This design comes from an exercise in tuning for small area, a short achievable clock period and few clock cycles on the open sky130 flow, not from production work. In this exercise RTL edits were held to simulation tests only and were not proved equivalent to the original. Power and IR drop assume default switching activity.

==> flow/design.v <==
package tte_pkg;
    localparam int MAX_TIMERS = 8;
    localparam int ID_SPACE   = 8;
    localparam int ID_W       = 3;
    localparam int CNT_W      = $clog2(MAX_TIMERS + 1);
    localparam int DL_W       = 63;
    localparam int NOW_W      = 62;
    localparam int SEC_W      = 32;
    localparam int USEC_W     = 20;
    localparam int PROD_W     = SEC_W + USEC_W;
    localparam int LIVE_W     = 4;
    localparam int SLOT_W     = 1 + ID_W + DL_W + SEC_W + USEC_W;
    localparam int MIN_W      = 1 + ID_W + DL_W;
    localparam logic [USEC_W-1:0] USEC_PER_SEC = USEC_W'(1000000);
    localparam logic [1:0] FN_ADD     = 2'd0;
    localparam logic [1:0] FN_DELETE  = 2'd1;
    localparam logic [1:0] FN_RESTART = 2'd2;
    localparam logic [1:0] FN_QUERY   = 2'd3;
    localparam logic [1:0] STAT_OK      = 2'd0;
    localparam logic [1:0] STAT_FULL    = 2'd1;
    localparam logic [1:0] STAT_NO_ID   = 2'd2;
    localparam logic [1:0] STAT_EMPTY   = 2'd3;
    typedef struct packed {
        logic [1:0]        func;
        logic [ID_W-1:0]   target_id;
        logic [SEC_W-1:0]  period_seconds;
        logic [USEC_W-1:0] period_micros;
        logic [NOW_W-1:0]  now_us;
    } t_cmd;
    typedef struct packed {
        logic [1:0]        status;
        logic [ID_W-1:0]   assigned_id;
        logic              next_valid;
        logic [ID_W-1:0]   next_id;
        logic [DL_W-1:0]   next_deadline;
        logic [LIVE_W-1:0] live_timers;
    } t_result;
    typedef struct packed {
        logic              valid;
        logic [ID_W-1:0]   id;
        logic [DL_W-1:0]   deadline;
        logic [SEC_W-1:0]  psec;
        logic [USEC_W-1:0] pusec;
    } t_slot;
    typedef struct packed {
        logic            valid;
        logic [ID_W-1:0] id;
        logic [DL_W-1:0] deadline;
    } t_min;
    typedef struct packed {
        logic load;
        logic shift;
        logic rearm;
    } t_cell_ctl;
    typedef enum logic [2:0] {
        S_IDLE,
        S_CHECK,
        S_MUL,
        S_APPLY,
        S_SCAN,
        S_DONE
    } t_state;
endpackage
module tte_cell (
    input  logic                   i_clk,
    input  logic                   i_rst_n,
    input  tte_pkg::t_cell_ctl     i_ctl,
    input  tte_pkg::t_slot         i_new,
    input  tte_pkg::t_slot         i_right,
    input  logic [tte_pkg::ID_W-1:0] i_target,
    input  tte_pkg::t_min          i_min,
    output tte_pkg::t_slot         o_slot,
    output logic                   o_match,
    output tte_pkg::t_min          o_min
);
    tte_pkg::t_slot r_slot;
    tte_pkg::t_min  r_min;
    logic  take_own;
    always_ff @(posedge i_clk) begin
        if (!i_rst_n) begin
            r_slot.valid <= 1'b0;
        end else if (i_ctl.shift) begin
            r_slot <= i_right;
        end else if (i_ctl.load) begin
            r_slot <= i_new;
        end else if (i_ctl.rearm) begin
            r_slot.deadline <= i_new.deadline;
        end
    end
    assign take_own = r_slot.valid && (!i_min.valid || (r_slot.deadline < i_min.deadline));
    always_ff @(posedge i_clk) begin
        if (!i_rst_n) begin
            r_min.valid <= 1'b0;
        end else if (take_own) begin
            r_min.valid    <= 1'b1;
            r_min.id       <= r_slot.id;
            r_min.deadline <= r_slot.deadline;
        end else begin
            r_min <= i_min;
        end
    end
    assign o_slot  = r_slot;
    assign o_match = r_slot.valid && (r_slot.id == i_target);
    assign o_min   = r_min;
endmodule
module timer_table_earliest_deadline_unit (
    input  logic             i_clk,
    input  logic             i_rst_n,
    input  logic             start,
    output logic             busy,
    input  logic [118:0]     i_cmd,
    output logic             o_valid,
    output logic [75:0]      o_result
);
    tte_pkg::t_cmd                  cmd_in;
    tte_pkg::t_result               res_out;
    assign cmd_in   = i_cmd;
    assign o_result = res_out;
    tte_pkg::t_state                r_state, n_state;
    tte_pkg::t_cmd                  r_cmd;
    logic [tte_pkg::CNT_W-1:0]      r_count;
    logic [tte_pkg::CNT_W-1:0]      r_scan;
    logic [tte_pkg::ID_SPACE-1:0]   r_id_used;
    logic [1:0]            r_status;
    logic [tte_pkg::ID_W-1:0]       r_assigned;
    tte_pkg::t_min                  r_next;
    logic [tte_pkg::PROD_W-1:0]     r_prod;
    logic [tte_pkg::USEC_W-1:0]     r_usec;
    logic [tte_pkg::SLOT_W-1:0] slots   [tte_pkg::MAX_TIMERS];
    logic [tte_pkg::MIN_W-1:0]  min_in  [tte_pkg::MAX_TIMERS];
    logic [tte_pkg::MIN_W-1:0]  min_out [tte_pkg::MAX_TIMERS];
    logic [tte_pkg::SLOT_W-1:0] right   [tte_pkg::MAX_TIMERS];
    logic [tte_pkg::SEC_W-1:0]      slot_psec  [tte_pkg::MAX_TIMERS];
    logic [tte_pkg::USEC_W-1:0]     slot_pusec [tte_pkg::MAX_TIMERS];
    logic [tte_pkg::MAX_TIMERS-1:0] match;
    logic [tte_pkg::MAX_TIMERS-1:0] hit_prefix;
    logic                  any_match;
    logic [tte_pkg::ID_W-1:0]       free_id;
    logic                  free_found;
    logic                  full;
    logic [tte_pkg::SEC_W-1:0]      sel_psec;
    logic [tte_pkg::USEC_W-1:0]     sel_pusec;
    logic [tte_pkg::DL_W-1:0]       new_dl;
    tte_pkg::t_slot                 new_slot;
    logic [1:0]            chk_status;
    genvar g;
    generate
        for (g = 0; g < tte_pkg::MAX_TIMERS; g++) begin : g_cell
            if (g == 0) begin : g_head
                assign min_in[g]     = '0;
                assign hit_prefix[g] = match[g];
            end else begin : g_body
                assign min_in[g]     = min_out[g-1];
                assign hit_prefix[g] = hit_prefix[g-1] | match[g];
            end
            if (g == tte_pkg::MAX_TIMERS - 1) begin : g_tail
                assign right[g] = '0;
            end else begin : g_mid
                assign right[g] = slots[g+1];
            end
            tte_pkg::t_cell_ctl cell_ctl;
            tte_pkg::t_slot     cell_slot;
            assign cell_ctl.load  = (r_state == tte_pkg::S_APPLY) && (r_cmd.func == tte_pkg::FN_ADD)
                                  && (r_count == tte_pkg::CNT_W'(g));
            assign cell_ctl.shift = (r_state == tte_pkg::S_APPLY) && (r_cmd.func == tte_pkg::FN_DELETE)
                                  && hit_prefix[g];
            assign cell_ctl.rearm = (r_state == tte_pkg::S_APPLY) && (r_cmd.func == tte_pkg::FN_RESTART)
                                  && match[g];
            tte_cell u_cell (
                .i_clk    (i_clk),
                .i_rst_n  (i_rst_n),
                .i_ctl    (cell_ctl),
                .i_new    (new_slot),
                .i_right  (right[g]),
                .i_target (r_cmd.target_id),
                .i_min    (min_in[g]),
                .o_slot   (cell_slot),
                .o_match  (match[g]),
                .o_min    (min_out[g])
            );
            assign slots[g]      = cell_slot;
            assign slot_psec[g]  = cell_slot.psec;
            assign slot_pusec[g] = cell_slot.pusec;
        end
    endgenerate
    assign any_match = |match;
    always_comb begin
        free_id    = '0;
        free_found = 1'b0;
        for (int k = tte_pkg::ID_SPACE - 1; k >= 0; k--) begin
            if (!r_id_used[k]) begin
                free_id    = tte_pkg::ID_W'(k);
                free_found = 1'b1;
            end
        end
    end
    assign full = (r_count == tte_pkg::CNT_W'(tte_pkg::MAX_TIMERS)) || !free_found;
    always_comb begin
        sel_psec  = '0;
        sel_pusec = '0;
        for (int k = 0; k < tte_pkg::MAX_TIMERS; k++) begin
            sel_psec  = sel_psec  | (slot_psec[k]  & {tte_pkg::SEC_W{match[k]}});
            sel_pusec = sel_pusec | (slot_pusec[k] & {tte_pkg::USEC_W{match[k]}});
        end
    end
    assign new_dl = {1'b0, r_cmd.now_us} + {{(tte_pkg::DL_W - tte_pkg::PROD_W){1'b0}}, r_prod}
                    + {{(tte_pkg::DL_W - tte_pkg::USEC_W){1'b0}}, r_usec};
    always_comb begin
        new_slot.valid    = 1'b1;
        new_slot.id       = r_assigned;
        new_slot.deadline = new_dl;
        new_slot.psec     = r_cmd.period_seconds;
        new_slot.pusec    = r_cmd.period_micros;
    end
    always_comb begin
        unique case (r_cmd.func)
            tte_pkg::FN_ADD:     chk_status = full ? tte_pkg::STAT_FULL : tte_pkg::STAT_OK;
            tte_pkg::FN_DELETE,
            tte_pkg::FN_RESTART: chk_status = any_match ? tte_pkg::STAT_OK : tte_pkg::STAT_NO_ID;
            default:    chk_status = (r_count == '0) ? tte_pkg::STAT_EMPTY : tte_pkg::STAT_OK;
        endcase
    end
    always_comb begin
        n_state = r_state;
        unique case (r_state)
            tte_pkg::S_IDLE: begin
                if (start) n_state = tte_pkg::S_CHECK;
            end
            tte_pkg::S_CHECK: begin
                unique case (r_cmd.func)
                    tte_pkg::FN_ADD:     n_state = full ? tte_pkg::S_DONE : tte_pkg::S_MUL;
                    tte_pkg::FN_DELETE:  n_state = any_match ? tte_pkg::S_APPLY : tte_pkg::S_DONE;
                    tte_pkg::FN_RESTART: n_state = any_match ? tte_pkg::S_MUL : tte_pkg::S_DONE;
                    default:    n_state = tte_pkg::S_DONE;
                endcase
            end
            tte_pkg::S_MUL:   n_state = tte_pkg::S_APPLY;
            tte_pkg::S_APPLY: n_state = tte_pkg::S_SCAN;
            tte_pkg::S_SCAN: begin
                if (r_scan == tte_pkg::CNT_W'(tte_pkg::MAX_TIMERS)) n_state = tte_pkg::S_DONE;
            end
            tte_pkg::S_DONE:  n_state = tte_pkg::S_IDLE;
            default: n_state = tte_pkg::S_IDLE;
        endcase
    end
    always_comb begin
        busy    = (r_state != tte_pkg::S_IDLE);
        o_valid = (r_state == tte_pkg::S_DONE);
    end
    always_comb begin
        res_out.status        = r_status;
        res_out.assigned_id   = r_assigned;
        res_out.next_valid    = r_next.valid;
        res_out.next_id       = r_next.valid ? r_next.id : '0;
        res_out.next_deadline = r_next.valid ? r_next.deadline : '0;
        res_out.live_timers   = tte_pkg::LIVE_W'(r_count);
    end
    always_ff @(posedge i_clk) begin
        if (!i_rst_n) begin
            r_state <= tte_pkg::S_IDLE;
        end else begin
            r_state <= n_state;
        end
    end
    always_ff @(posedge i_clk) begin
        if (!i_rst_n) begin
            r_count      <= '0;
            r_id_used    <= '0;
            r_scan       <= '0;
            r_next.valid <= 1'b0;
        end else begin
            unique case (r_state)
                tte_pkg::S_IDLE: begin
                    if (start) r_cmd <= cmd_in;
                end
                tte_pkg::S_CHECK: begin
                    r_status   <= chk_status;
                    r_assigned <= ((r_cmd.func == tte_pkg::FN_ADD) && !full) ? free_id : '0;
                end
                tte_pkg::S_MUL: begin
                    if (r_cmd.func == tte_pkg::FN_ADD) begin
                        r_prod <= tte_pkg::PROD_W'(r_cmd.period_seconds) * tte_pkg::PROD_W'(tte_pkg::USEC_PER_SEC);
                        r_usec <= r_cmd.period_micros;
                    end else begin
                        r_prod <= tte_pkg::PROD_W'(sel_psec) * tte_pkg::PROD_W'(tte_pkg::USEC_PER_SEC);
                        r_usec <= sel_pusec;
                    end
                end
                tte_pkg::S_APPLY: begin
                    r_scan <= '0;
                    if (r_cmd.func == tte_pkg::FN_ADD) begin
                        r_count               <= r_count + 1'b1;
                        r_id_used[r_assigned] <= 1'b1;
                    end else if (r_cmd.func == tte_pkg::FN_DELETE) begin
                        r_count                    <= r_count - 1'b1;
                        r_id_used[r_cmd.target_id] <= 1'b0;
                    end
                end
                tte_pkg::S_SCAN: begin
                    r_scan <= r_scan + 1'b1;
                    if (r_scan == tte_pkg::CNT_W'(tte_pkg::MAX_TIMERS)) r_next <= min_out[tte_pkg::MAX_TIMERS-1];
                end
                default: begin
                end
            endcase
        end
    end
endmodule
==> flow/run.sh <==
#!/bin/bash
# synth_recipe.tcl (not shown) runs the flow's synth.tcl, then flattens the netlist and writes it again
# the make line also repeats each setting of config.mk as NAME=value (left out here)
make -C /OpenROAD-flow-scripts/flow DESIGN_CONFIG=/design/flow/config.mk WORK_HOME=/design/flow/orfs CLKGATE_MAP_FILE= SYNTH_SCRIPT=/design/flow/synth_recipe.tcl finish
==> flow/config.mk <==
export PLATFORM = sky130hd
export DESIGN_NAME = timer_table_earliest_deadline_unit
export DESIGN_NICKNAME = timer_table_earliest_deadline_unit
export VERILOG_FILES = /design/flow/design.v
export SDC_FILE = /design/flow/constraint.sdc
export NUM_CORES = 4
export LEC_CHECK = 0
export CAP_MARGIN = 20
export CORE_MARGIN = 2
export CORE_UTILIZATION = 40
export SLEW_MARGIN = 20
==> flow/constraint.sdc <==
create_clock -name core_clock -period 10.0 [get_ports {i_clk}]
set_input_delay 2.0000 -clock core_clock [delete_from_list [all_inputs] [get_ports {i_clk}]]
set_output_delay 2.0000 -clock core_clock [all_outputs]
set_load 0.01 [all_outputs]
==> results.py <==
metrics = {
    "global_routing": {
        "globalRouteOverflowTotal": 0,
        "grt_pass1_vias": 69778,
        "grt_first_pass_wirelength_um": 445000,
        "grt_start_max_net_pins": 186,
        "grt_antenna_before_repair": 11,
        "track_usage": 0.228,
    },
    "placed_design": {
        "portBuffers": 199,
        "gp_congestion": 0.893,
        "dpl.hpwl_um": 205000,
        "place_worst_setup_slack_ns": 1.01,
        "dp.cells": 12127,
    },
    "clocking": {
        "hold_buffers": 0,
        "cts_max_level": 4,
        "cts_made_buffers": 193,
        "clkTransAtPathRegs_ns": 0.06,
        "ctsResizeCount": 0,
        "cts_setup_buffers": 0,
        "cts_tree": "yes",
        "clockRootBuffer": "clkbuf_16",
        "clk_latency_ns": 0.88,
        "clk_path_buf_depth": 3,
        "numClockSinks": 1764,
    },
    "sta": {
        "tightest_slew_ns": 1.17,
        "slew_headroom": 0.215,
        "skew_ns": 0.0734,
        "min_period_ns": 9.09,
        "grt_setup_unrepaired": "no",
        "setup_viol_count_final": 0,
        "fmax_mhz": 110,
        "period_share": 0.909,
        "setup_slack_ns": 0.911,
        "tns_ns": 0,
        "maxSlewViolCount": 0,
        "holdWs_ns": 0.414,
        "finalHoldViolCount": 0,
    },
    "layout": {
        "instances_no_fill": 12494,
        "nets": 10210,
        "syn_to_final_growth_pct": 12.3,
        "layout-drive-gt1-share": 0.109,
    },
    "logic_synthesis": {
        "synth_commonest_cells": "1728 x edfxtp_1, 1387 x nand2_1, 846 x ha_1",
        "yosysSeqAreaShare": 0.517,
        "ys_warn_count": 13,
        "synthesis.nets": 10095,
        "synth-seq-cells": 1764,
        "synth_edf_count": 1728,
        "synth_top_area_frac": 0.510,
        "syn_area_per_cell_um2": 11.5,
        "synthArstFlopShare": 0,
        "synth.area.top_cells": "edfxtp_1 51%, ha_1 10%, fa_1 5.6%, nand2_1 5.1%, mux2_2 4.8%",
        "syn-instance-count": 8842,
        "yosysMostFrequentCell": "edfxtp_1",
        "synth_cell_types": 82,
        "synth_top_flop_cell": "edfxtp_1",
        "syn_area_um2": 102000,
        "yosysTopAreaCell": "edfxtp_1",
    },
    "flow_run": {
        "maxCapViolCount": 0,
    },
    "pwr": {
        "internal-power_uw": 14300,
        "seqPwrFrac": 0.415,
        "p_per_area_nw_per_um2": 179,
        "power_frac_comb": 0.233,
        "power.switching_uw": 6180,
        "vdd_drop_max_mv": 0.184,
        "power_uw": 20500,
        "leakagePower_uw": 0.0458,
        "switching_share": 0.302,
        "power_frac_clock": 0.352,
    },
    "floorplan": {
        "dieHeight_um": 508,
        "fp.dieArea_um2": 258000,
        "start_util": 0.401,
        "die_x_um": 508,
        "io_pins": 200,
        "core_um2": 253000,
        "rows": 185,
    },
    "detailed_routing": {
        "via_per_inst": 5.51,
        "wl_um": 297000,
        "vias": 68823,
        "drt_iter0_markers": 6311,
        "wl_per_cell_um": 23.8,
        "drc": 0,
        "postRouteAntennaNets": 0,
        "drt_pass1_iterations": 6,
    },
    "setup_path": {
        "critPathCaptureType": "register",
        "crit_path_cell_trace": "xor2_1, nor4_4, buf_4, a22oi_1, nand3_1, fa_1, fa_1, fa_1, inv_1, fa_1, inv_1, ha_1, fa_1, ha_1, nand3_1, nor4_1, a211oi_2, o32ai_2, a41oi_1, o21ai_1, nand4_1, a41o_1, a211o_1",
        "worstSetupStartpointType": "register",
        "slowest_delay_ns": 0.83,
        "critical_path_required_ns": 10.55,
        "crit_slowest_cell": "edfxtp_1",
        "critPathBufInv": 3,
        "path_max_fanout": 15,
        "cp_data_arrival_time_ns": 9.64,
        "path_delay_family": "adder cells",
        "critPathKind": "register to register",
        "cp_common_cell": "fa_1",
    },
    "worst_hold_path": {
        "hold_path_class": "register to register",
    },
    "outcome": {
        "status": "no timing/DRC/antenna violations",
    },
}
cell type report:
cell class,instances,area (µm²)
well taps,3366,4210
fillers,23128,139000
inverters,788,2960
multi-input cells,5888,45100
clock inverters,121,1310
diodes,10,25.0
flip-flops and latches,1764,52600
clock buffers,235,5000
repair buffers,322,3030
power groups by stage:
stage / combinational (µW) / clock, µW / sequential, µW
detailed placement: 4710 / 0 / 8650
floorplan: 3350 / 0 / 8590
CTS: 4760 / 7320 / 8500
global route: 5300 / 7600 / 8510
finish: 4770 / 7200 / 8500
global placement: 4640 / 0 / 8650
cell usage in the layout, fill, tap and decap left out, types with 65 or more instances in the layout:
cell type        instances
ha_1                   845
a21oi_1                356
a22oi_1                118
fa_1                   285
nor2b_1                 67
nand4_1                101
xor2_1                  65
a21o_1                 259
edfxtp_1              1728
clkbuf_16              193
xnor2_1                 86
nand2_1               1381
nor2_1                 351
buf_4                  115
mux2_2                 438
clkdlybuf4s50_1        198
o21ai_0                636
inv_1                  760
clkinv_1                68
nand3_1                 82
and2_1                 144
cell families (layout without fill, tap and decap cells):
group / after synthesis / in the layout / synth area share
simple gates: 2338 / 2338 / 0.0998
flops: 1764 / 1764 / 0.517
mux: 486 / 486 / 0.0552
other cells: 0 / 10 / 0
compound gates: 1765 / 1765 / 0.108
buf+inv: 1190 / 1466 / 0.0450
fa+ha+maj: 1131 / 1131 / 0.160
xor+xnor: 168 / 168 / 0.0145
per-layer routing:
layer / GRT usage / vias to the layer above / share of wire
met2: 0.363 / 2563 / 0.45
met5: 0 / - / 0
met3: 0.0327 / 502 / 0.071
met1: 0.313 / 33956 / 0.43
met4: 0.0914 / 0 / 0.040
li1: - / 31802 / -
state kept, by name, indices dropped and copies added, names as in the netlist, 8 cells and up:
register and count:
g_cell.u_cell.r_min 536, g_cell.u_cell.r_slot 952, r_cmd 119, r_id_used 8, r_next 67, r_prod 46, r_usec 20
per-stage QoR:
step / utilization / area [µm²]
floorplan: - / 102000
global route: 0.451 / 114000
global placement: 0.425 / 108000
CTS: 0.450 / 114000
detailed placement: 0.425 / 108000
finish: 0.451 / 114000
worst paths after layout:
path | startpoint | endpoint | slack, ns | depth (start not counted)
max | r_cmd[116] | r_prod[51] | 0.91 | 23
min | g_cell[7].u_cell.r_min[19] | r_next[19] | 0.41 | 0
max reg2reg | r_cmd[116] | r_prod[51] | 0.91 | 23
min reg2reg | g_cell[7].u_cell.r_min[19] | r_next[19] | 0.41 | 0
Testbench counts, summed over its fixed seeds: cycles 41,863.

-- separate check: timing with driven ports --
No port has a modelled driver above. Below, the same layout with a new extraction and two added sets of constraints. Step 1: set_driving_cell puts a clkbuf_16 on i_clk and a buf_2 on each other input, an assumption about the parent block. Step 2 moves the port delays by t, midway between the first and last clock arrival at a register: inputs arrive t later, outputs are due t later. That takes back most of the time a late clock gives input paths. Three values: ideal ports, drivers, drivers and shift; two values: the first two.
t, ns: 0.926
setup slack, ns: 0.911 / 0.911 / 0.911
hold WS [ns]: 0.414 / 0.414 / 0.414
slew at the worst register clock pin (ns): 0.07 / 0.07
pins driven straight from the clock port: 1
After both steps setup and hold are still met in this run. For this run, drivers alone change the setup slack by 0.000 ns; drivers and shift together by 0.000 ns.
